This is an optimization exercise on Yosys and OpenROAD, whose aim is small area, a short achievable clock period and few clock cycles per item, not a production implementation. Only simulation tests tie the RTL to the original design; equivalence was not proved. No activity file was given, so power comes from the tool's default toggle rates.

`design/flow/run.sh`:
```
#!/bin/bash
# synth_recipe.tcl (not shown) runs the flow's synth.tcl, then flattens the netlist and writes it again
# the make line also repeats each setting of config.mk as NAME=value (left out here)
make -C /OpenROAD-flow-scripts/flow DESIGN_CONFIG=/design/flow/config.mk WORK_HOME=/design/flow/orfs CLKGATE_MAP_FILE= SYNTH_SCRIPT=/design/flow/synth_recipe.tcl finish
```
`design/flow/config.mk`:
```
export PLATFORM = sky130hd
export DESIGN_NAME = rsa_wrapper
export DESIGN_NICKNAME = rsa_wrapper
export VERILOG_FILES = /design/flow/design.v
export SDC_FILE = /design/flow/constraint.sdc
export NUM_CORES = 4
export LEC_CHECK = 0
export CAP_MARGIN = 40
export CORE_MARGIN = 2
export CORE_UTILIZATION = 40
export SETUP_SLACK_MARGIN = 5
export SLEW_MARGIN = 40
```
`design/flow/constraint.sdc`:
```
create_clock -name core_clock -period 16.0 [get_ports {avm_clk}]
set_input_delay 3.2000 -clock core_clock [delete_from_list [all_inputs] [get_ports {avm_clk}]]
set_output_delay 3.2000 -clock core_clock [all_outputs]
set_load 0.01 [all_outputs]
```
`design/flow/design.v`:
```
package rsa_pkg;
    localparam int default_key_bits = 256;
    localparam int default_steps = 6;
    typedef enum logic [3:0] {
        core_load,
        core_prep,
        core_first,
        core_mul,
        core_conv,
        core_reduce,
        core_one,
        core_done
    } core_state_e;
    typedef enum logic [2:0] {
        op_square,       
        op_mul1,         
        op_mul3,         
        op_pre_square,   
        op_pre_mul,      
        op_exit          
    } mont_op_e;
    typedef enum logic [1:0] {
        pend_none,
        pend_mul1,
        pend_sq_mul3,
        pend_mul3
    } pend_e;
endpackage
package avm_pkg;
    localparam int addr_bits = 5;
    localparam logic [addr_bits-1:0] rx_base     = 5'd0;
    localparam logic [addr_bits-1:0] tx_base     = 5'd4;
    localparam logic [addr_bits-1:0] status_base = 5'd8;
    localparam int tx_ok_bit = 6;
    localparam int rx_ok_bit = 7;
    typedef enum logic [2:0] {
        poll_rx,
        read_rx,
        compute,
        poll_tx,
        send
    } bus_state_e;
endpackage
module rsa_modprod #(
    parameter int key_bits = rsa_pkg::default_key_bits,
    parameter int sw       = key_bits + 2
) (
    input  logic                conv,
    input  logic [sw-1:0]       ss,
    input  logic [sw-1:0]       sc,
    input  logic                ci,
    input  logic [key_bits:0]   x,
    input  logic [key_bits-1:0] n,
    output logic [key_bits:0]   sum,
    output logic                ge
);
    logic [key_bits+1:0] op_a;
    logic [key_bits+1:0] op_b;
    logic [key_bits+1:0] res;
    assign op_a = conv ? ss[key_bits+1:0] : {1'b0, x};
    assign op_b = conv ? sc[key_bits+1:0] : ~{2'b00, n};
    assign res  = op_a + op_b + {{(key_bits+1){1'b0}}, conv ? ci : 1'b1};
    assign sum  = res[key_bits:0];
    assign ge   = ~res[key_bits+1];
endmodule
module rsa_mont #(
    parameter int key_bits = rsa_pkg::default_key_bits,
    parameter int steps    = 6,
    parameter int sw       = key_bits + 2
) (
    input  logic [steps-1:0]    a_bits,
    input  logic [key_bits:0]   b,
    input  logic [key_bits-1:0] n,
    input  logic [8*steps-1:0]  n_tab,
    input  logic [steps-1:0]    ab,
    input  logic [sw-1:0]       ss_in,
    input  logic [sw-1:0]       sc_in,
    input  logic                ci_in,
    output logic [sw-1:0]       ss_out,
    output logic [sw-1:0]       sc_out,
    output logic                ci_out
);
    localparam int tw = sw + steps + 1;
    logic [steps-1:0] t_low;
    logic [steps-1:0] q;
    logic [tw-1:0] pp0;
    logic [tw-1:0] qn0;
    logic [tw-1:0] pp1;
    logic [tw-1:0] qn1;
    logic [tw-1:0] pp2;
    logic [tw-1:0] qn2;
    logic [tw-1:0] pp3;
    logic [tw-1:0] qn3;
    logic [tw-1:0] pp4;
    logic [tw-1:0] qn4;
    logic [tw-1:0] pp5;
    logic [tw-1:0] qn5;
    assign pp0 = a_bits[0] ? (tw'(b) << 0) : '0;
    assign qn0 = q[0] ? (tw'(n) << 0) : '0;
    assign pp1 = a_bits[1] ? (tw'(b) << 1) : '0;
    assign qn1 = q[1] ? (tw'(n) << 1) : '0;
    assign pp2 = a_bits[2] ? (tw'(b) << 2) : '0;
    assign qn2 = q[2] ? (tw'(n) << 2) : '0;
    assign pp3 = a_bits[3] ? (tw'(b) << 3) : '0;
    assign qn3 = q[3] ? (tw'(n) << 3) : '0;
    assign pp4 = a_bits[4] ? (tw'(b) << 4) : '0;
    assign qn4 = q[4] ? (tw'(n) << 4) : '0;
    assign pp5 = a_bits[5] ? (tw'(b) << 5) : '0;
    assign qn5 = q[5] ? (tw'(n) << 5) : '0;
    assign t_low = ss_in[steps-1:0] + sc_in[steps-1:0] + steps'(ci_in) + ab;
    logic [steps-1:0] qt0;
    assign qt0 = n_tab[steps'(t_low[2:0]) * steps +: steps];
    logic [steps-1:0] qt1;
    assign qt1 = n_tab[steps'(t_low[5:3]) * steps +: steps];
    assign q = steps'((qt0 << 0) + (qt1 << 3));
    logic [tw-1:0] cs0_s;
    logic [tw-1:0] cs0_c;
    assign cs0_s = tw'(ss_in) ^ tw'(sc_in) ^ tw'(ci_in);
    assign cs0_c = ((tw'(ss_in) & tw'(sc_in)) | (tw'(ss_in) & tw'(ci_in)) | (tw'(sc_in) & tw'(ci_in))) << 1;
    logic [tw-1:0] cs1_s;
    logic [tw-1:0] cs1_c;
    assign cs1_s = cs0_s ^ cs0_c ^ pp0;
    assign cs1_c = ((cs0_s & cs0_c) | (cs0_s & pp0) | (cs0_c & pp0)) << 1;
    logic [tw-1:0] cs2_s;
    logic [tw-1:0] cs2_c;
    assign cs2_s = pp1 ^ pp2 ^ pp3;
    assign cs2_c = ((pp1 & pp2) | (pp1 & pp3) | (pp2 & pp3)) << 1;
    logic [tw-1:0] cs3_s;
    logic [tw-1:0] cs3_c;
    assign cs3_s = pp4 ^ pp5 ^ cs1_s;
    assign cs3_c = ((pp4 & pp5) | (pp4 & cs1_s) | (pp5 & cs1_s)) << 1;
    logic [tw-1:0] cs4_s;
    logic [tw-1:0] cs4_c;
    assign cs4_s = cs1_c ^ cs2_s ^ cs2_c;
    assign cs4_c = ((cs1_c & cs2_s) | (cs1_c & cs2_c) | (cs2_s & cs2_c)) << 1;
    logic [tw-1:0] cs5_s;
    logic [tw-1:0] cs5_c;
    assign cs5_s = cs3_s ^ cs3_c ^ cs4_s;
    assign cs5_c = ((cs3_s & cs3_c) | (cs3_s & cs4_s) | (cs3_c & cs4_s)) << 1;
    logic [tw-1:0] cs6_s;
    logic [tw-1:0] cs6_c;
    assign cs6_s = cs4_c ^ cs5_s ^ cs5_c;
    assign cs6_c = ((cs4_c & cs5_s) | (cs4_c & cs5_c) | (cs5_s & cs5_c)) << 1;
    logic [tw-1:0] cs7_s;
    logic [tw-1:0] cs7_c;
    assign cs7_s = cs6_s ^ cs6_c ^ qn0;
    assign cs7_c = ((cs6_s & cs6_c) | (cs6_s & qn0) | (cs6_c & qn0)) << 1;
    logic [tw-1:0] cs8_s;
    logic [tw-1:0] cs8_c;
    assign cs8_s = qn1 ^ qn2 ^ qn3;
    assign cs8_c = ((qn1 & qn2) | (qn1 & qn3) | (qn2 & qn3)) << 1;
    logic [tw-1:0] cs9_s;
    logic [tw-1:0] cs9_c;
    assign cs9_s = qn4 ^ qn5 ^ cs7_s;
    assign cs9_c = ((qn4 & qn5) | (qn4 & cs7_s) | (qn5 & cs7_s)) << 1;
    logic [tw-1:0] cs10_s;
    logic [tw-1:0] cs10_c;
    assign cs10_s = cs7_c ^ cs8_s ^ cs8_c;
    assign cs10_c = ((cs7_c & cs8_s) | (cs7_c & cs8_c) | (cs8_s & cs8_c)) << 1;
    logic [tw-1:0] cs11_s;
    logic [tw-1:0] cs11_c;
    assign cs11_s = cs9_s ^ cs9_c ^ cs10_s;
    assign cs11_c = ((cs9_s & cs9_c) | (cs9_s & cs10_s) | (cs9_c & cs10_s)) << 1;
    logic [tw-1:0] cs12_s;
    logic [tw-1:0] cs12_c;
    assign cs12_s = cs10_c ^ cs11_s ^ cs11_c;
    assign cs12_c = ((cs10_c & cs11_s) | (cs10_c & cs11_c) | (cs11_s & cs11_c)) << 1;
    logic [tw-1:0] sum_x;
    logic [tw-1:0] sum_y;
    assign sum_x = cs12_s;
    assign sum_y = cs12_c;
    assign ci_out = |sum_x[steps-1:0];
    assign ss_out = sw'(sum_x >> steps);
    assign sc_out = sw'(sum_y >> steps);
endmodule
module rsa_core #(
    parameter int key_bits = rsa_pkg::default_key_bits,
    parameter int steps    = rsa_pkg::default_steps
) (
    input  logic                avm_clk,
    input  logic                avm_rst,
    input  logic                rx_valid,
    input  logic [7:0]          rx_byte,
    input  logic                tx_shift,
    input  logic                tx_done,
    output logic [7:0]          tx_first,
    output logic [7:0]          tx_next,
    output logic                finished
);
    localparam int sw       = key_bits + 2;
    localparam int iters    = (key_bits + 2 + steps - 1) / steps;
    localparam int rbits    = iters * steps;
    localparam int it_bits  = $clog2(iters + 1);
    localparam int pr_bits  = $clog2(rbits + 1);
    localparam int cnt_bits = $clog2(key_bits + 1);
    localparam int n_bytes  = key_bits / 8;
    localparam int ld_bits  = $clog2(3 * n_bytes);
    localparam int ext_bits = (iters + 2) * steps;
    rsa_pkg::core_state_e state;
    rsa_pkg::mont_op_e    op;
    rsa_pkg::pend_e       pend;
    logic [key_bits-1:0] n_r;
    logic [key_bits-1:0] d_r;
    logic [key_bits:0]   acc;
    logic [key_bits:0]   base;
    logic [key_bits:0]   base3;
    logic [sw-1:0]       ss;
    logic [sw-1:0]       sc;
    logic                ci;
    logic [steps-1:0]    a_bits;
    logic [steps-1:0]    a_next;
    logic [steps-1:0]    ab_r;
    logic [steps-1:0]    n_inv;
    logic [8*steps-1:0]  n_tab;
    logic [6*steps-1:0]  n_tab_r;
    logic                lead2;
    logic [ld_bits-1:0]  ld_cnt;
    logic [pr_bits-1:0]  pr_cnt;
    logic [it_bits-1:0]  it_cnt;
    logic [cnt_bits-1:0] cnt;
    logic st_load;
    logic st_prep;
    logic st_first;
    logic st_mul;
    logic st_conv;
    logic st_red;
    logic st_one;
    logic st_done;
    logic [sw-1:0]       ss_nx;
    logic [sw-1:0]       sc_nx;
    logic                ci_nx;
    logic [key_bits:0]   add_sum;
    logic                add_ge;
    logic [key_bits:0]   red;
    logic                acc_keep;
    logic [key_bits:0]   d_pad1;
    logic [key_bits+1:0] d_pad2;
    logic                t0;
    logic                t1;
    logic [ext_bits-1:0] acc_ext;
    logic [ext_bits-1:0] base_ext;
    logic [ext_bits-1:0] base3_ext;
    logic [steps-1:0]    acc_chunk;
    logic [steps-1:0]    base_chunk;
    logic [steps-1:0]    base3_chunk;
    assign acc_ext     = ext_bits'(acc);
    assign base_ext    = ext_bits'(base);
    assign base3_ext   = ext_bits'(base3);
    assign acc_chunk   = acc_ext[it_cnt*steps +: steps];
    assign base_chunk  = base_ext[it_cnt*steps +: steps];
    assign base3_chunk = base3_ext[it_cnt*steps +: steps];
    assign d_pad1 = {d_r, 1'b0};
    assign d_pad2 = {d_r, 2'b00};
    assign t0     = d_pad1[cnt];
    assign t1     = d_pad2[cnt];
    rsa_mont #(
        .key_bits (key_bits),
        .steps    (steps),
        .sw       (sw)
    ) u_mont (
        .a_bits (a_bits),
        .b      (acc),
        .n      (n_r),
        .n_tab  (n_tab),
        .ab     (ab_r),
        .ss_in  (ss),
        .sc_in  (sc),
        .ci_in  (ci),
        .ss_out (ss_nx),
        .sc_out (sc_nx),
        .ci_out (ci_nx)
    );
    rsa_modprod #(
        .key_bits (key_bits),
        .sw       (sw)
    ) u_add (
        .conv (st_conv),
        .ss   (ss),
        .sc   (sc),
        .ci   (ci),
        .x    (acc),
        .n    (n_r),
        .sum  (add_sum),
        .ge   (add_ge)
    );
    assign red = add_ge ? add_sum : acc;
    assign acc_keep = (op == rsa_pkg::op_pre_mul) && !lead2;
    assign tx_first = acc[key_bits-9 -: 8];
    assign tx_next  = acc[key_bits-17 -: 8];
    assign finished = st_done;
    rsa_pkg::core_state_e state_nx;
    rsa_pkg::mont_op_e    op_nx;
    rsa_pkg::pend_e       pend_nx;
    logic [cnt_bits-1:0]  cnt_nx;
    logic                 lead2_nx;
    always_comb begin
        state_nx = state;
        op_nx    = op;
        pend_nx  = pend;
        cnt_nx   = cnt;
        lead2_nx = lead2;
        case (state)
            rsa_pkg::core_load: begin
                if (rx_valid && ld_cnt == ld_bits'(3 * n_bytes - 1)) begin
                    cnt_nx   = cnt_bits'(key_bits);
                    state_nx = rsa_pkg::core_prep;
                end
            end
            rsa_pkg::core_prep: begin
                if (!t0 && cnt != '0) cnt_nx = cnt - 1'b1;
                if (pr_cnt == pr_bits'(rbits - 1)) state_nx = rsa_pkg::core_first;
            end
            rsa_pkg::core_first: begin
                if (cnt == '0) begin
                    state_nx = rsa_pkg::core_one;
                end else if (cnt == cnt_bits'(1)) begin
                    op_nx    = rsa_pkg::op_exit;
                    state_nx = rsa_pkg::core_mul;
                end else begin
                    op_nx    = rsa_pkg::op_pre_square;
                    state_nx = rsa_pkg::core_mul;
                end
            end
            rsa_pkg::core_mul: begin
                if (it_cnt == it_bits'(iters + 1)) state_nx = rsa_pkg::core_conv;
            end
            rsa_pkg::core_conv: begin
                state_nx = rsa_pkg::core_mul;
                if (op == rsa_pkg::op_exit) begin
                    state_nx = rsa_pkg::core_reduce;
                end else if (op == rsa_pkg::op_pre_square) begin
                    op_nx    = rsa_pkg::op_pre_mul;
                    lead2_nx = t1;
                    cnt_nx   = cnt - 2'd2;
                end else if (op == rsa_pkg::op_square && pend == rsa_pkg::pend_mul1) begin
                    op_nx   = rsa_pkg::op_mul1;
                    pend_nx = rsa_pkg::pend_none;
                end else if (op == rsa_pkg::op_square && pend == rsa_pkg::pend_sq_mul3) begin
                    pend_nx = rsa_pkg::pend_mul3;
                end else if (op == rsa_pkg::op_square && pend == rsa_pkg::pend_mul3) begin
                    op_nx   = rsa_pkg::op_mul3;
                    pend_nx = rsa_pkg::pend_none;
                end else if (cnt == '0) begin
                    op_nx = rsa_pkg::op_exit;
                end else begin
                    op_nx = rsa_pkg::op_square;
                    if (!t0) begin
                        pend_nx = rsa_pkg::pend_none;
                        cnt_nx  = cnt - 1'b1;
                    end else if (t1 && cnt != cnt_bits'(1)) begin
                        pend_nx = rsa_pkg::pend_sq_mul3;
                        cnt_nx  = cnt - 2'd2;
                    end else begin
                        pend_nx = rsa_pkg::pend_mul1;
                        cnt_nx  = cnt - 1'b1;
                    end
                end
            end
            rsa_pkg::core_reduce: state_nx = rsa_pkg::core_done;
            rsa_pkg::core_one:    state_nx = rsa_pkg::core_done;
            rsa_pkg::core_done: begin
                if (tx_done) state_nx = rsa_pkg::core_load;
            end
            default: state_nx = rsa_pkg::core_load;
        endcase
    end
    always_ff @(posedge avm_clk or posedge avm_rst) begin
        if (avm_rst) begin
            state    <= rsa_pkg::core_load;
            op       <= rsa_pkg::op_square;
            pend     <= rsa_pkg::pend_none;
            cnt      <= '0;
            lead2    <= 1'b0;
            ld_cnt   <= '0;
            pr_cnt   <= '0;
            it_cnt   <= '0;
            st_load  <= 1'b1;
            st_prep  <= 1'b0;
            st_first <= 1'b0;
            st_mul   <= 1'b0;
            st_conv  <= 1'b0;
            st_red   <= 1'b0;
            st_one   <= 1'b0;
            st_done  <= 1'b0;
        end else begin
            state    <= state_nx;
            op       <= op_nx;
            pend     <= pend_nx;
            cnt      <= cnt_nx;
            lead2    <= lead2_nx;
            st_load  <= (state_nx == rsa_pkg::core_load);
            st_prep  <= (state_nx == rsa_pkg::core_prep);
            st_first <= (state_nx == rsa_pkg::core_first);
            st_mul   <= (state_nx == rsa_pkg::core_mul);
            st_conv  <= (state_nx == rsa_pkg::core_conv);
            st_red   <= (state_nx == rsa_pkg::core_reduce);
            st_one   <= (state_nx == rsa_pkg::core_one);
            st_done  <= (state_nx == rsa_pkg::core_done);
            if (st_load && rx_valid) begin
                ld_cnt <= (ld_cnt == ld_bits'(3 * n_bytes - 1)) ? '0 : ld_cnt + 1'b1;
            end
            pr_cnt <= st_prep ? pr_cnt + 1'b1 : '0;
            it_cnt <= st_mul ? it_cnt + 1'b1 : it_bits'(2);
        end
    end
    always_ff @(posedge avm_clk) begin
        if (st_mul) begin
            ss <= ss_nx;
            sc <= sc_nx;
            ci <= ci_nx;
        end else begin
            ss <= '0;
            sc <= '0;
            ci <= 1'b0;
        end
    end
    always_ff @(posedge avm_clk) begin
        if ((st_load && rx_valid) || (st_done && tx_shift)) begin
            acc <= {1'b0, acc[key_bits-9:0], rx_byte};
        end else if (st_prep) begin
            acc <= {red[key_bits-1:0], 1'b0};
        end else if (st_conv && !acc_keep) begin
            acc <= add_sum;
        end else if (st_red) begin
            acc <= red;
        end else if (st_one) begin
            acc <= (key_bits + 1)'(1);
        end
        if (st_load && rx_valid) begin
            n_r <= {n_r[key_bits-9:0], d_r[key_bits-1 -: 8]};
            d_r <= {d_r[key_bits-9:0], acc[key_bits-1 -: 8]};
        end
        if (st_first) begin
            base <= acc;
        end
        if (st_conv && op == rsa_pkg::op_pre_mul) begin
            base3 <= add_sum;
        end
    end
    logic [2*steps-1:0] first_a;
    logic [steps-1:0]   first_b;
    logic [steps-1:0]   first_ab;
    logic [steps-1:0]   next_ab;
    always_comb begin
        if (st_first) begin
            first_a = (op_nx == rsa_pkg::op_exit) ? (2*steps)'(1) : acc[2*steps-1:0];
        end else begin
            case (op_nx)
                rsa_pkg::op_square:     first_a = acc_keep ? acc[2*steps-1:0] : add_sum[2*steps-1:0];
                rsa_pkg::op_mul1,
                rsa_pkg::op_pre_mul:    first_a = base[2*steps-1:0];
                rsa_pkg::op_mul3:       first_a = base3[2*steps-1:0];
                default:                first_a = (2*steps)'(1);
            endcase
        end
    end
    assign first_b = (st_conv && !acc_keep) ? add_sum[steps-1:0] : acc[steps-1:0];
    assign first_ab = first_a[steps-1:0] * first_b;
    assign next_ab  = a_next * acc[steps-1:0];
    always_ff @(posedge avm_clk) begin
        if (st_first || st_conv) begin
            a_bits <= first_a[steps-1:0];
            a_next <= first_a[2*steps-1:steps];
            ab_r   <= first_ab;
        end else if (st_mul) begin
            a_bits <= a_next;
            ab_r   <= next_ab;
            case (op)
                rsa_pkg::op_square,
                rsa_pkg::op_pre_square: a_next <= acc_chunk;
                rsa_pkg::op_mul1,
                rsa_pkg::op_pre_mul:    a_next <= base_chunk;
                rsa_pkg::op_mul3:       a_next <= base3_chunk;
                default:                a_next <= '0;
            endcase
        end
    end
    logic [steps-1:0] inv_p;
    logic [steps-1:0] inv_sum;
    assign inv_sum = inv_p + (inv_p[0] ? n_r[steps-1:0] : '0);
    assign n_tab = {n_tab_r, n_inv, steps'(0)};
    always_ff @(posedge avm_clk) begin
        if (st_prep && pr_cnt == pr_bits'(steps)) begin
            for (int x = 2; x < 8; x++) begin
                n_tab_r[(x-2)*steps +: steps] <= steps'(x * n_inv);
            end
        end
    end
    always_ff @(posedge avm_clk) begin
        if (!st_prep) begin
            inv_p <= steps'(1);
        end else if (pr_cnt < pr_bits'(steps)) begin
            inv_p <= inv_sum >> 1;
            n_inv <= {inv_p[0], n_inv[steps-1:1]};
        end
    end
endmodule
module rsa_wrapper #(
    parameter int key_bits = rsa_pkg::default_key_bits
) (
    input  logic                          avm_clk,
    input  logic                          avm_rst,
    output logic [avm_pkg::addr_bits-1:0] avm_address,
    output logic                          avm_read,
    input  logic [31:0]                   avm_readdata,
    output logic                          avm_write,
    output logic [31:0]                   avm_writedata,
    input  logic                          avm_waitrequest
);
    localparam int n_bytes = key_bits / 8;
    localparam int rx_bits = $clog2(3 * n_bytes);
    avm_pkg::bus_state_e state;
    logic [rx_bits-1:0]  byte_cnt;
    logic [7:0]          rx_byte;
    logic                rx_valid;
    logic [7:0]          tx_byte;
    logic                tx_shift;
    logic                tx_done;
    logic [7:0]          tx_first;
    logic [7:0]          tx_next;
    logic                core_finished;
    assign avm_writedata = {24'd0, tx_byte};
    rsa_core #(
        .key_bits (key_bits)
    ) u_core (
        .avm_clk  (avm_clk),
        .avm_rst  (avm_rst),
        .rx_valid (rx_valid),
        .rx_byte  (rx_byte),
        .tx_shift (tx_shift),
        .tx_done  (tx_done),
        .tx_first (tx_first),
        .tx_next  (tx_next),
        .finished (core_finished)
    );
    always_ff @(posedge avm_clk or posedge avm_rst) begin
        if (avm_rst) begin
            state       <= avm_pkg::poll_rx;
            byte_cnt    <= '0;
            avm_address <= avm_pkg::status_base;
            avm_read    <= 1'b1;
            avm_write   <= 1'b0;
            rx_valid    <= 1'b0;
            tx_shift    <= 1'b0;
            tx_done     <= 1'b0;
        end else begin
            rx_valid <= 1'b0;
            tx_shift <= 1'b0;
            tx_done  <= 1'b0;
            case (state)
                avm_pkg::poll_rx: begin
                    if (!avm_waitrequest && avm_readdata[avm_pkg::rx_ok_bit]) begin
                        avm_address <= avm_pkg::rx_base;
                        state       <= avm_pkg::read_rx;
                    end
                end
                avm_pkg::read_rx: begin
                    if (!avm_waitrequest) begin
                        rx_valid <= 1'b1;
                        if (byte_cnt == rx_bits'(3 * n_bytes - 1)) begin
                            byte_cnt <= '0;
                            avm_read <= 1'b0;
                            state    <= avm_pkg::compute;
                        end else begin
                            byte_cnt    <= byte_cnt + 1'b1;
                            avm_address <= avm_pkg::status_base;
                            state       <= avm_pkg::poll_rx;
                        end
                    end
                end
                avm_pkg::compute: begin
                    if (core_finished) begin
                        avm_read    <= 1'b1;
                        avm_address <= avm_pkg::status_base;
                        state       <= avm_pkg::poll_tx;
                    end
                end
                avm_pkg::poll_tx: begin
                    if (!avm_waitrequest && avm_readdata[avm_pkg::tx_ok_bit]) begin
                        avm_read    <= 1'b0;
                        avm_write   <= 1'b1;
                        avm_address <= avm_pkg::tx_base;
                        state       <= avm_pkg::send;
                    end
                end
                avm_pkg::send: begin
                    if (!avm_waitrequest) begin
                        avm_write   <= 1'b0;
                        avm_read    <= 1'b1;
                        avm_address <= avm_pkg::status_base;
                        tx_shift    <= 1'b1;
                        if (byte_cnt == rx_bits'(n_bytes - 2)) begin
                            byte_cnt <= '0;
                            tx_done  <= 1'b1;
                            state    <= avm_pkg::poll_rx;
                        end else begin
                            byte_cnt <= byte_cnt + 1'b1;
                            state    <= avm_pkg::poll_tx;
                        end
                    end
                end
                default: state <= avm_pkg::poll_rx;
            endcase
        end
    end
    always_ff @(posedge avm_clk) begin
        if (state == avm_pkg::read_rx && !avm_waitrequest) begin
            rx_byte <= avm_readdata[7:0];
        end
        if (state == avm_pkg::compute && core_finished) begin
            tx_byte <= tx_first;
        end
        if (state == avm_pkg::send && !avm_waitrequest) begin
            tx_byte <= tx_next;
        end
    end
endmodule
```
==> results of run 1 <==
==> report_power, final <==
group	internal, uW	switching (uW)
Combinational	9220	14000
Clock	3220	2440
Sequential	6120	916
Total	18600	17400
==> path summary, 6_finish.rpt <==
check,startpoint,to,cells past startpoint
max,u_core.st_conv,u_core.acc[143],22
min,u_core.d_r[29],u_core.d_r[37],0
max reg2reg,u_core.st_conv,u_core.acc[143],22
min reg2reg,u_core.d_r[29],u_core.d_r[37],0
max in group asynchronous,avm_rst,u_core.cnt[1],3
min in group asynchronous,avm_rst,state[1],2
==> cell usage in the layout, fill, tap and decap left out, drive strengths merged, types with 63 or more instances in the layout <==
master	synthesis	final
edfxtp	1340	1340
ha	600	600
a31oi	118	118
clkbuf	1184	297
clkinv	4	92
a21oi	810	810
mux2	294	294
nand2	1951	1951
o21bai	89	89
mux4	177	177
buf	172	304
dfxtp	523	523
nor2	552	552
xnor2	212	212
a22o	95	95
nor3	105	105
inv	3783	3792
nand4	166	166
a211oi	154	154
nand3	85	85
a21o	131	131
xor2	111	111
a221oi	341	341
nor2b	540	540
and2	2612	2612
mux2i	90	90
fa	3094	3094
o31ai	68	68
a22oi	86	86
a221o	75	75
dfrtp	63	63
o21ai	789	789
==> Yosys cell counts, drive strengths merged (105+ instances only) <==
cell,count,area share
xnor2,212,0.0092
mux4,177,0.019
clkbuf,1184,0.022
dfxtp,523,0.051
buf,172,0.0041
a21o,131,0.0048
mux2,294,0.016
and2,2612,0.080
edfxtp,1340,0.20
o21ai,789,0.019
nor3,105,0.0026
a211oi,154,0.0057
inv,3783,0.069
fa,3094,0.30
xor2,111,0.0047
a31oi,118,0.0036
ha,600,0.037
nand4,166,0.0051
nor2,552,0.010
a21oi,810,0.020
nor2b,540,0.016
nand2,1951,0.036
a221oi,341,0.015
==> sequential cells by signal, indices dropped and copies added, names as in the netlist, 18 cells and up <==
register	flops
u_core.n_tab_r	18
u_core.n_r	256
u_core.sc	258
u_core.acc	257
u_core.base3	257
u_core.d_r	256
u_core.ss	258
u_core.base	257
==> routing by layer <==
layer  vias to the layer above  wire length (um)  global-route usage
met1                     78000            275000               0.349
met5                         -                52                   0
li1                      65200                 -                   -
met2                      6076            295000               0.396
met4                         8             28700              0.0924
met3                      1152             52200              0.0449
==> through the flow <==
| stage | area (um2) | instances |
|---|---|---|
| 2_1_floorplan | 205000 | 21000 |
| 3_3_place_gp | 211000 | 26700 |
| 3_5_place_dp | 212000 | 26700 |
| 4_1_cts | 219000 | 27100 |
| 5_1_grt | 220000 | 27100 |
| 6_report | 220000 | 27100 |
==> logic make-up (layout without fill, tap and decap cells) <==
group | after synthesis | count (layout) | synth area share
simple gates | 6210 | 6210 | 0.159
buf+inv | 5143 | 4552 | 0.0952
fa+ha+maj | 3694 | 3694 | 0.339
compound gates | 3086 | 3086 | 0.0980
flops | 1929 | 1929 | 0.256
mux | 561 | 561 | 0.0400
xor+xnor | 323 | 323 | 0.0139
other cells | 1 | 36 | 0.0000183
==> layout make-up <==
cell class / count / share of cell area
Multi-Input combinational cell: 13900 / 0.608
Sequential cell: 1929 / 0.238
Inverter: 3787 / 0.0647
Tap cell: 6732 / 0.0383
Clock buffer: 297 / 0.0291
Timing Repair Buffer: 326 / 0.0147
Clock inverter: 142 / 0.00719
Antenna cell: 8 / 0.0000911
==> impl_metrics.env, run 1 <==
export IMPL_hold_violations=0
export IMPL_p_per_area_nw_per_um2=163
export IMPL_grt_ovfl_total=0
export IMPL_synth_seq_cells=1929
export IMPL_tns_ns=0
export IMPL_vias=150000
export IMPL_finalCritPeriodShare=0.606
export IMPL_grt_use_total=0.252
export IMPL_drt_iter0_markers=14200
export IMPL_finalWeightedCongestion=0.960
export IMPL_start_util=0.402
export IMPL_clk_path_buf_depth=4
export IMPL_path_max_fanout=87
export IMPL_ff_latch_area_um2=52400
export IMPL_drt_wirelength_per_cell_um=24.0
export IMPL_die_w_um=720
export IMPL_critPathMaxStageDelay_ns=0.94
export IMPL_nFillCells=48900
export IMPL_path_cells="buf_4, buf_4, o21ai_0, ha_1, a21oi_1, o21ai_0, a21oi_1, a31oi_1, o21ai_0, a21oi_1, o31ai_1, buf_4, a21oi_1, o21ai_1, xor2_4, buf_12, buf_16, buf_4, nand2_1, a21oi_1, a31oi_1, o221ai_1"
export IMPL_synth_seq_area_share=0.256
export IMPL_clockRootBuffer="clkbuf_16"
export IMPL_finalSetupViolCount=0
export IMPL_rsz0062_at_grt="no"
export IMPL_fin_ws_ns=6.30
export IMPL_dp_hpwl_um=471000
export IMPL_final_layout_size_suffix_gt1_frac=0.0631
export IMPL_ant_nets=0
export IMPL_finalCoreUtilization=0.431
export IMPL_final_nets=23900
export IMPL_cp_common_cell="a21oi_1"
export IMPL_fmax_ghz=0.103
export IMPL_period_minus_slack_ns=9.70
export IMPL_antenna_found_initial=23
export IMPL_relSlewSlack=0.336
export IMPL_worst_setup_path_type="reg -> reg"
export IMPL_first_pass_iters=8
export IMPL_yosys_warnings=2
export IMPL_hp_class="reg -> reg"
export IMPL_postSynthCellCount=20900
export IMPL_post_cts_setup_buffer_count=0
export IMPL_cp_end_kind="flop"
export IMPL_slew_viol_final=0
export IMPL_area_growth_pct=7.27
export IMPL_cp_arrival_ns=10.53
export IMPL_path_clk_slew_ns=0.06
export IMPL_ios=74
export IMPL_drt_total_wl_um=650000
export IMPL_die_area_um2=518000
export IMPL_cts_max_level=4
export IMPL_maxCapViolations=0
export IMPL_reg2reg_slack_ns=6.30
export IMPL_die_height_um=720
export IMPL_grt_pass1_vias=156000
export IMPL_synth_cell_types=101
export IMPL_cts_buffers=236
export IMPL_worst_pin_slew_ns=0.995
export IMPL_hold_slack_ns=0.452
export IMPL_cp_num_buf_inv=6
export IMPL_cts_tree="done"
export IMPL_outcome="finished clean"
export IMPL_synthFlopType="edfxtp_1"
export IMPL_grt_max_degree=157
export IMPL_port_buffers=22
export IMPL_viasPerCell=5.54
export IMPL_crit_family="compound AO/OA/AOI/OAI gates"
export IMPL_cts_sinks=1929
export IMPL_place_ws_ns=6.39
export IMPL_core_area_um2=510000
export IMPL_multi_input_area_um2=134000
export IMPL_rows=262
export IMPL_async_reset_ff_frac=0.0342
export IMPL_syn_area_per_cell_um2=9.78
export IMPL_drc=0
export IMPL_synth_edff_count=1340
export IMPL_skew_ns=0.119
export IMPL_p_total_uw=35900
export IMPL_cts_resized=0
export IMPL_leakagePower_uw=0.0908
export IMPL_grt_pass1_wl_um=1000000
export IMPL_critPathRequiredTime_ns=16.82
export IMPL_netlist_area_um2=205000
export IMPL_clock_latency_ns=1.04
export IMPL_start_kind="flop"
export IMPL_ctsHoldBuffers=0
export IMPL_slowest_stage="dfrtp_4"
export IMPL_peakVddDrop_mv=0.106
Testbench counts, summed over its fixed seeds: cycles 187,468, items 12.
==> run 2: changes to the inputs <==
==> design/flow/flow/run.sh (new file) <==
#!/bin/bash
# Standard layout with a tighter repair target than the clock period asks for:
# repair_timing works towards MARGIN ns of setup slack at the design's clock.
set -euo pipefail
MARGIN=$(cat flow/margin.txt)
bash standard.sh SETUP_SLACK_MARGIN=$MARGIN finish > standard.log 2>&1
==> design/flow/flow/margin.txt (new file) <==
8
==> design/flow/standard.sh (new file) <==
#!/bin/bash
# synth_recipe.tcl (not shown) runs the flow's synth.tcl, then flattens the netlist and writes it again
# the make line also repeats each setting of config.mk as NAME=value (left out here)
make -C /OpenROAD-flow-scripts/flow DESIGN_CONFIG=/design/flow/config.mk WORK_HOME=/design/flow/orfs CLKGATE_MAP_FILE= SYNTH_SCRIPT=/design/flow/synth_recipe.tcl "${@:-finish}"
--- a/design/flow/config.mk
+++ b/design/flow/config.mk
@@ -8,5 +8,5 @@
 export CAP_MARGIN = 40
 export CORE_MARGIN = 2
 export CORE_UTILIZATION = 40
-export SETUP_SLACK_MARGIN = 5
+export SETUP_SLACK_MARGIN = 0.5
 export SLEW_MARGIN = 40
removed: design/flow/run.sh
==> impl_metrics.env, run 2 <==
export IMPL_dp_hpwl_um=473000
export IMPL_outcome="finished clean"
export IMPL_hold_slack_ns=0.448
export IMPL_ios=74
export IMPL_maxCapViolations=0
export IMPL_grt_ovfl_total=0
export IMPL_cp_end_kind="flop"
export IMPL_grt_pass1_wl_um=1000000
export IMPL_peakVddDrop_mv=0.116
export IMPL_async_reset_ff_frac=0.0342
export IMPL_ant_nets=0
export IMPL_synth_top_family_by_area="adder cells"
export IMPL_area_growth_pct=7.55
export IMPL_reg_largest_list="u_core.sc (258), u_core.ss (258)"
export IMPL_critPathMaxStageDelay_ns=0.74
export IMPL_critPathRequiredTime_ns=16.89
export IMPL_cp_arrival_ns=8.92
export IMPL_syn_area_per_cell_um2=9.78
export IMPL_cts_buffers=233
export IMPL_final_common_cell="inv_1"
export IMPL_vias=151000
export IMPL_viasPerCell=5.57
export IMPL_postSynthCellCount=20900
export IMPL_cp_num_buf_inv=3
export IMPL_slowest_stage="nand3b_1"
export IMPL_antenna_found_initial=31
export IMPL_path_clk_slew_ns=0.06
export IMPL_synthMuxAreaShare=0.0400
export IMPL_drt_wirelength_per_cell_um=24.2
export IMPL_drt_total_wl_um=657000
export IMPL_cts_tree="done"
export IMPL_p_per_area_nw_per_um2=163
export IMPL_grt_use_total=0.252
export IMPL_synthTopCellsByCount="inv_1, fa_1, and2_1"
export IMPL_period_minus_slack_ns=8.03
export IMPL_cts_max_level=4
export IMPL_finalSetupViolCount=0
export IMPL_final_layout_size_suffix_gt1_frac=0.0670
export IMPL_relSlewSlack=0.313
export IMPL_port_buffers=22
export IMPL_core_area_um2=510000
export IMPL_clk_path_buf_depth=4
export IMPL_hp_class="reg -> reg"
export IMPL_grt_max_degree=185
export IMPL_finalWeightedCongestion=0.953
export IMPL_synthTopCellsByArea="fa_1, edfxtp_1, and2_1"
export IMPL_synth_seq_cells=1929
export IMPL_drc=0
export IMPL_worst_pin_slew_ns=1.03
export IMPL_crit_family="simple AND/OR/NAND/NOR gates"
export IMPL_final_nets=23900
export IMPL_worst_setup_path_type="reg -> reg"
export IMPL_synth_xor_area_share=0.0139
export IMPL_leakagePower_uw=0.0911
export IMPL_path_cells="buf_16, buf_16, o21ai_0, ha_1, nand4_1, nor3_1, inv_1, o31ai_2, nor2_1, a211oi_1, nand3b_1, nand3_2, a311oi_1, nor4_1, a41oi_1, xnor2_2, a221oi_1, a211oi_1"
export IMPL_synth_cell_types=101
export IMPL_drt_iter0_markers=15100
export IMPL_slew_viol_final=0
export IMPL_rsz0062_at_grt="no"
export IMPL_die_w_um=720
export IMPL_reg2reg_slack_ns=7.97
export IMPL_synthAdderAreaFrac=0.339
export IMPL_synthFlopType="edfxtp_1"
export IMPL_synth_compound_area_frac=0.0980
export IMPL_yosys_area_share_simple=0.159
export IMPL_yosys_warnings=2
export IMPL_netlist_area_um2=205000
export IMPL_mostFrequentLayoutCells="inv_1, fa_1, and2_1"
export IMPL_skew_ns=0.110
export IMPL_clock_latency_ns=1.06
export IMPL_first_pass_iters=6
export IMPL_start_kind="flop"
export IMPL_nFillCells=48700
export IMPL_netlist_area_leader_share=0.302
export IMPL_grt_pass1_vias=156000
export IMPL_yosysTopAreaCell="fa_1"
export IMPL_rows=262
export IMPL_yosysMostFrequentCell="inv_1"
export IMPL_die_height_um=720
export IMPL_path_max_fanout=112
export IMPL_fmax_ghz=0.125
export IMPL_hold_violations=0
export IMPL_synth_edff_count=1340
export IMPL_clockRootBuffer="clkbuf_16"
export IMPL_start_util=0.402
export IMPL_synth_seq_area_share=0.256
export IMPL_finalCritPeriodShare=0.502
export IMPL_die_area_um2=518000
export IMPL_tns_ns=0
export IMPL_ctsHoldBuffers=0
export IMPL_cts_sinks=1929
==> run 2: cell counts after synthesis <==
No cell type changed its count.
==> run 2: area by class of cell <==
type / instances / area (um2) / area share
multi-input combinational: 13900 / 134000 / 0.607
sequential: 1929 / 52400 / 0.238
inverter: 3787 / 14200 / 0.0645
tap: 6732 / 8420 / 0.0382
clock buffer: 272 / 6170 / 0.0280
timing repair buffer: 334 / 3500 / 0.0159
clock inverter: 160 / 1790 / 0.00811
antenna: 9 / 22.5 / 0.000102
==> run 2: worst register-to-register path: stages, from the launching register on <==
cell and delay (ns):
dfrtp_4 0.55, buf_16 0.36, buf_16 0.63, o21ai_0 0.35, ha_1 0.55, nand4_1 0.39
nor3_1 0.49, inv_1 0.12, o31ai_2 0.52, nor2_1 0.14, a211oi_1 0.52, nand3b_1 0.74
nand3_2 0.55, a311oi_1 0.24, nor4_1 0.60, a41oi_1 0.29, xnor2_2 0.45, a221oi_1 0.15
a211oi_1 0.24
==> run 2: cells by family after synthesis <==
| logic type | count (synthesis) |
|---|---|
| AND/OR/NAND/NOR | 6210 |
| buffers and inverters | 5143 |
| adder cells (fa/ha/maj) | 3694 |
| AO/OA/AOI/OAI | 3086 |
| flip-flops | 1929 |
| multiplexers | 561 |
| XOR/XNOR | 323 |
| other | 1 |
==> run 2: repair_timing <==
| item | in CTS | in global routing |
|---|---|---|
| gates resized for setup | 21 | 16 |
| buffers inserted | 2 | 9 |
| endpoints found under the setup margin | 371 | 301 |
| gates cloned | 3 | 1 |
| pin swaps | 0 | 6 |
==> run 2: path summary, 6_finish.rpt <==
| check | to | from | depth (start not counted) |
|---|---|---|---|
| min reg2reg | u_core.d_r[31] | u_core.d_r[23] | 0 |
| min | u_core.d_r[31] | u_core.d_r[23] | 0 |
| min in group asynchronous | avm_write | avm_rst | 2 |
| max | u_core.acc[254] | u_core.st_conv | 18 |
| max reg2reg | u_core.acc[254] | u_core.st_conv | 18 |
| max in group asynchronous | u_core.it_cnt[0] | avm_rst | 3 |
==> run 2: power by group <==
group          internal [uW]  switching [uW]  leakage [uW]  total [uW]
Combinational           9180           13900        0.0703       23100
Clock                   3220            2460       0.00388        5680
Sequential              6120             947        0.0170        7070
==> run 2: per-stage QoR <==
step	worst slack, ns	cells	util	power, uW	instance area [um2]
floorplan	5.66	21000	-	23400	205000
CTS	8.01	27100	0.432	36200	220000
detailed placement	6.52	26700	0.415	30300	212000
global placement	6.13	26600	0.414	29900	211000
finish	7.97	27100	0.432	35900	220000
global route	8.04	27100	0.432	40500	220000
==> run 2: metal layers <==
metal / global-route usage / vias to the layer above / wire length [um]
li1: - / 65200 / -
met1: 0.353 / 78400 / 279000
met2: 0.392 / 6374 / 295000
met3: 0.0423 / 1129 / 53500
met4: 0.0945 / 10 / 28800
met5: 0 / - / 63

[static timing again, ports no longer ideal]
In the flow no input, the clock included, has a driving cell. The finished layouts below were timed again as built, in two steps. Step 1 assumes that a clkbuf_16 drives the clock port and a buf_2 every other input. Step 2, shift: input delay + t, output delay - t, t = (earliest + latest rising clock arrival at the registers) / 2. This alone moves slack from input paths to output paths. Three values: ideal, step 1, step 2; two values: the first two.
| run | shift t [ns] | setup slack, ns | cell pins on the clock port's net |
|---|---|---|---|
| run 1 | 1.105 | 6.296 / 6.296 / 6.296 | 1 |
| run 2 | 1.113 | 7.968 / 7.968 / 7.968 | 1 |
After both steps every run listed still meets setup and hold.
